Background: an optimization exercise with open tools, aiming at small area, a short achievable clock period and few clock cycles. Do not read the settings as production practice. The RTL was checked by simulation tests, not by an equivalence proof against the original design.

Setup of v6:
// requant_argmax_pipe
module requant_argmax_pipe #(
  parameter int ACC_W       = 25,
  parameter int OUT_W       = 8,
  parameter int MULT_W      = 16,
  parameter int SHIFT_W     = 5,
  parameter int NUM_CLASSES = 10,
  parameter int IDX_W       = $clog2(NUM_CLASSES)
) (
  input  logic                     clk,
  input  logic                     rst_n,
  input  logic                     cfg_load,
  input  logic signed [ACC_W-1:0]  cfg_bias,
  input  logic        [MULT_W-1:0] cfg_mult,
  input  logic       [SHIFT_W-1:0] cfg_shift,
  input  logic                     cfg_round,
  input  logic signed [OUT_W-1:0]  cfg_offset,
  input  logic signed [OUT_W-1:0]  cfg_min,
  input  logic signed [OUT_W-1:0]  cfg_max,
  output logic                     busy,
  input  logic                     in_valid,
  output logic                     in_ready,
  input  logic signed [ACC_W-1:0]  in_data,
  input  logic                     in_last,
  output logic                     out_valid,
  input  logic                     out_ready,
  output logic signed [OUT_W-1:0]  out_data,
  output logic                     out_last,
  output logic                     argmax_valid,
  output logic        [IDX_W-1:0]  argmax_idx,
  output logic signed [OUT_W-1:0]  argmax_val
);
export LEC_CHECK = 0
export CAP_MARGIN = 20
export CORE_MARGIN = 2
export CORE_UTILIZATION = 40
export CTS_CLUSTER_DIAMETER = 80
export CTS_CLUSTER_SIZE = 25
export SLEW_MARGIN = 20
create_clock -name core_clock -period 12.0 [get_ports {clk}]
standard.sh (not shown) runs the stock make flow with config.mk's settings and CLKGATE_MAP_FILE= SYNTH_SCRIPT=/design/flow/synth_recipe.tcl, a recipe that flattens the netlist after the stock synthesis.
==> flow/flow/run.sh <==
#!/bin/bash
# The standard ORFS layout (standard.sh), with two changes to how it is
# made: repair_timing aims for 8.35 ns of setup slack at the design's clock
# period, and the port buffers are buf_2.
set -euo pipefail
bash standard.sh SETUP_SLACK_MARGIN=8.35 "BUFFER_PORTS_ARGS=-buffer_cell sky130_fd_sc_hd__buf_2" finish > standard_flow.log 2>&1
v6: all stages complete, timing, DRC and antenna checks passed
Testbench counts of v6, summed over its fixed seeds: cycles 9,640.
Inputs modified between v6 and v7:
==> flow/flow/run.sh <==
#!/bin/bash
# The standard ORFS layout (standard.sh), with two changes to how it is
# made: repair_timing aims for 8.2 ns of setup slack at the design's clock
# period, and the port buffers are buf_2.
set -euo pipefail
bash standard.sh SETUP_SLACK_MARGIN=8.2 "BUFFER_PORTS_ARGS=-buffer_cell sky130_fd_sc_hd__buf_2" finish > standard_flow.log 2>&1
[summary]
- Comparing the two runs side by side, v7 comes out ahead of v6 on worst-case setup slack after placement.
- For the global-route usage, v7 came in 0.21 points lower than v6 did.
- Pin slew with the least headroom to its limit (lower): v7
- Compared to v6, the router laid down less metal wire for v7.
- The final reports for v7 and v6 show number of non-clock buffers lower in the former.
- Taking v6 as the reference, in v7 layout overhead on the synthesized area dropped 1.4 points; final worst hold slack dropped 15 ps; critical path depth climbed 16; via density per instance barely changed; global-route track usage on met3 dropped 0.34 points.
- v7 was carried through to the last stage, and its layout satisfied the timing, DRC and antenna checks.
- Count of flip-flops and latches came out exactly the same in v6 and v7.


Setup of run 1:
Starting RTL as in the previous note.
## requant_argmax_pipe
module requant_argmax_pipe #(
  parameter int ACC_W       = 25,
  parameter int OUT_W       = 8,
  parameter int MULT_W      = 16,
  parameter int SHIFT_W     = 5,
  parameter int NUM_CLASSES = 10,
  parameter int IDX_W       = $clog2(NUM_CLASSES)
) (
  input  logic                     clk,
  input  logic                     rst_n,
  input  logic                     cfg_load,
  input  logic signed [ACC_W-1:0]  cfg_bias,
  input  logic        [MULT_W-1:0] cfg_mult,
  input  logic       [SHIFT_W-1:0] cfg_shift,
  input  logic                     cfg_round,
  input  logic signed [OUT_W-1:0]  cfg_offset,
  input  logic signed [OUT_W-1:0]  cfg_min,
  input  logic signed [OUT_W-1:0]  cfg_max,
  output logic                     busy,
  input  logic                     in_valid,
  output logic                     in_ready,
  input  logic signed [ACC_W-1:0]  in_data,
  input  logic                     in_last,
  output logic                     out_valid,
  input  logic                     out_ready,
  output logic signed [OUT_W-1:0]  out_data,
  output logic                     out_last,
  output logic                     argmax_valid,
  output logic        [IDX_W-1:0]  argmax_idx,
  output logic signed [OUT_W-1:0]  argmax_val
);
  localparam int CW = $clog2(NUM_CLASSES + 1);
  localparam logic signed [OUT_W-1:0] OMIN = {1'b1, {(OUT_W-1){1'b0}}};
  localparam logic signed [OUT_W-1:0] OMAX = {1'b0, {(OUT_W-1){1'b1}}};
  logic signed [24:0] bias_q;
  logic        [8:0]  bone_q;
  logic        [7:0]  btwo_q, bneg_q;
  logic        [4:0]  shift_q;
  logic               rc_q;        
  logic signed [7:0]  offset_q, min_q, max_q;
  logic        [8:0]  bone_d;
  logic        [7:0]  btwo_d, bneg_d;
  logic        [17:0] mx;
  ...
clock: 12.0 ns
lec_check: 0
cap_margin: 20
core_margin: 2
core_utilization: 40
cts_cluster_diameter: 80
cts_cluster_size: 25
slew_margin: 20
==> flow/flow/run.sh <==
#!/bin/bash
# The standard ORFS layout (standard.sh), with two changes to how it is
# made: repair_timing aims for 8.5 ns of setup slack at the design's clock
# period, and the port buffers are buf_2.
set -euo pipefail
bash standard.sh SETUP_SLACK_MARGIN=8.5 "BUFFER_PORTS_ARGS=-buffer_cell sky130_fd_sc_hd__buf_2" finish > standard_flow.log 2>&1
Testbench counts of run 1, summed over its fixed seeds: cycles 9,640.
[inputs] run 2 vs run 1
Settings: an added ABC_AREA of 1.
## What came out
Between run 1 and run 2, the flow reports filler-free cell count of the finished design increasing by more than 10%.
The final reports for run 2 and run 1 show maximum VDD drop lower in the former.
Peak per-stage delay on the critical path on run 2 is up relative to run 1.
Going from run 1 to run 2, minimum period implied by the final worst setup slack closely matched the old numbers, antenna diode count increased by 1 relative to the old numbers.
Of run 2 and run 1, run 2 shows the higher met1 usage in global routing, with run 1 below it.
As far as post-route clock period utilization is concerned, run 2 and run 1 perform about the same.
> inputs changed (run 2 -> run 3)
==> flow/flow/run.sh <==
#!/bin/bash
# The standard ORFS layout (standard.sh), with two changes to how it is
# made: repair_timing aims for 8.35 ns of setup slack at the design's clock
# period, and the port buffers are buf_2.
set -euo pipefail
bash standard.sh SETUP_SLACK_MARGIN=8.35 "BUFFER_PORTS_ARGS=-buffer_cell sky130_fd_sc_hd__buf_2" finish > standard_flow.log 2>&1
## What came out
Delta (run 3 minus run 2): sequential portion of the cell area up 0.62 points; worst setup slack flat.
Area of combinational cells with multiple inputs in run 3 is 65 sq um below run 2.
[compare] base=run 2 new=run 3: post-place instance area roughly the same, final standard cell count with taps included and fillers excluded decreased about 1.2%, wire length shrank by about 2.1%, via count down 1.1%.
Hold slack: run 3 vs run 2 — no meaningful difference
Post-detailed-placement half-perimeter wirelength across run 3 and run 2: no real change.

what the ideal ports hide:
In the flow no input, the clock included, has a driving cell. The finished layouts below were timed again as built, in two steps. Step 1 sets driving cells, clkbuf_16 on the clock port and buf_2 on the other inputs (assumed; they add their load-dependent delay and slew). Step 2, shift: input delay + t, output delay - t, t = (earliest + latest rising clock arrival at the registers) / 2. This alone moves slack from input paths to output paths. Three values: ideal ports, drivers, drivers and shift; two values: the first two.
run	t, ns	slack for setup (ns)	slew at the worst register clock pin (ns)	worst slew at a driven data input, ns
v6	0.617	8.398 / 8.340 / 7.832	0.10 / 0.10	0.09
v7	0.605	8.208 / 8.208 / 7.758	0.10 / 0.10	0.09
run 1	0.605	8.377 / 8.355 / 7.938	0.10 / 0.10	0.09
run 2	0.653	8.378 / 8.320 / 7.916	0.10 / 0.10	0.14
run 3	0.647	8.376 / 8.323 / 7.812	0.10 / 0.10	0.16
After both steps every run listed still meets setup and hold. For v6, which loses most, drivers alone change the setup slack by -0.058 ns; drivers and shift together by -0.566 ns.
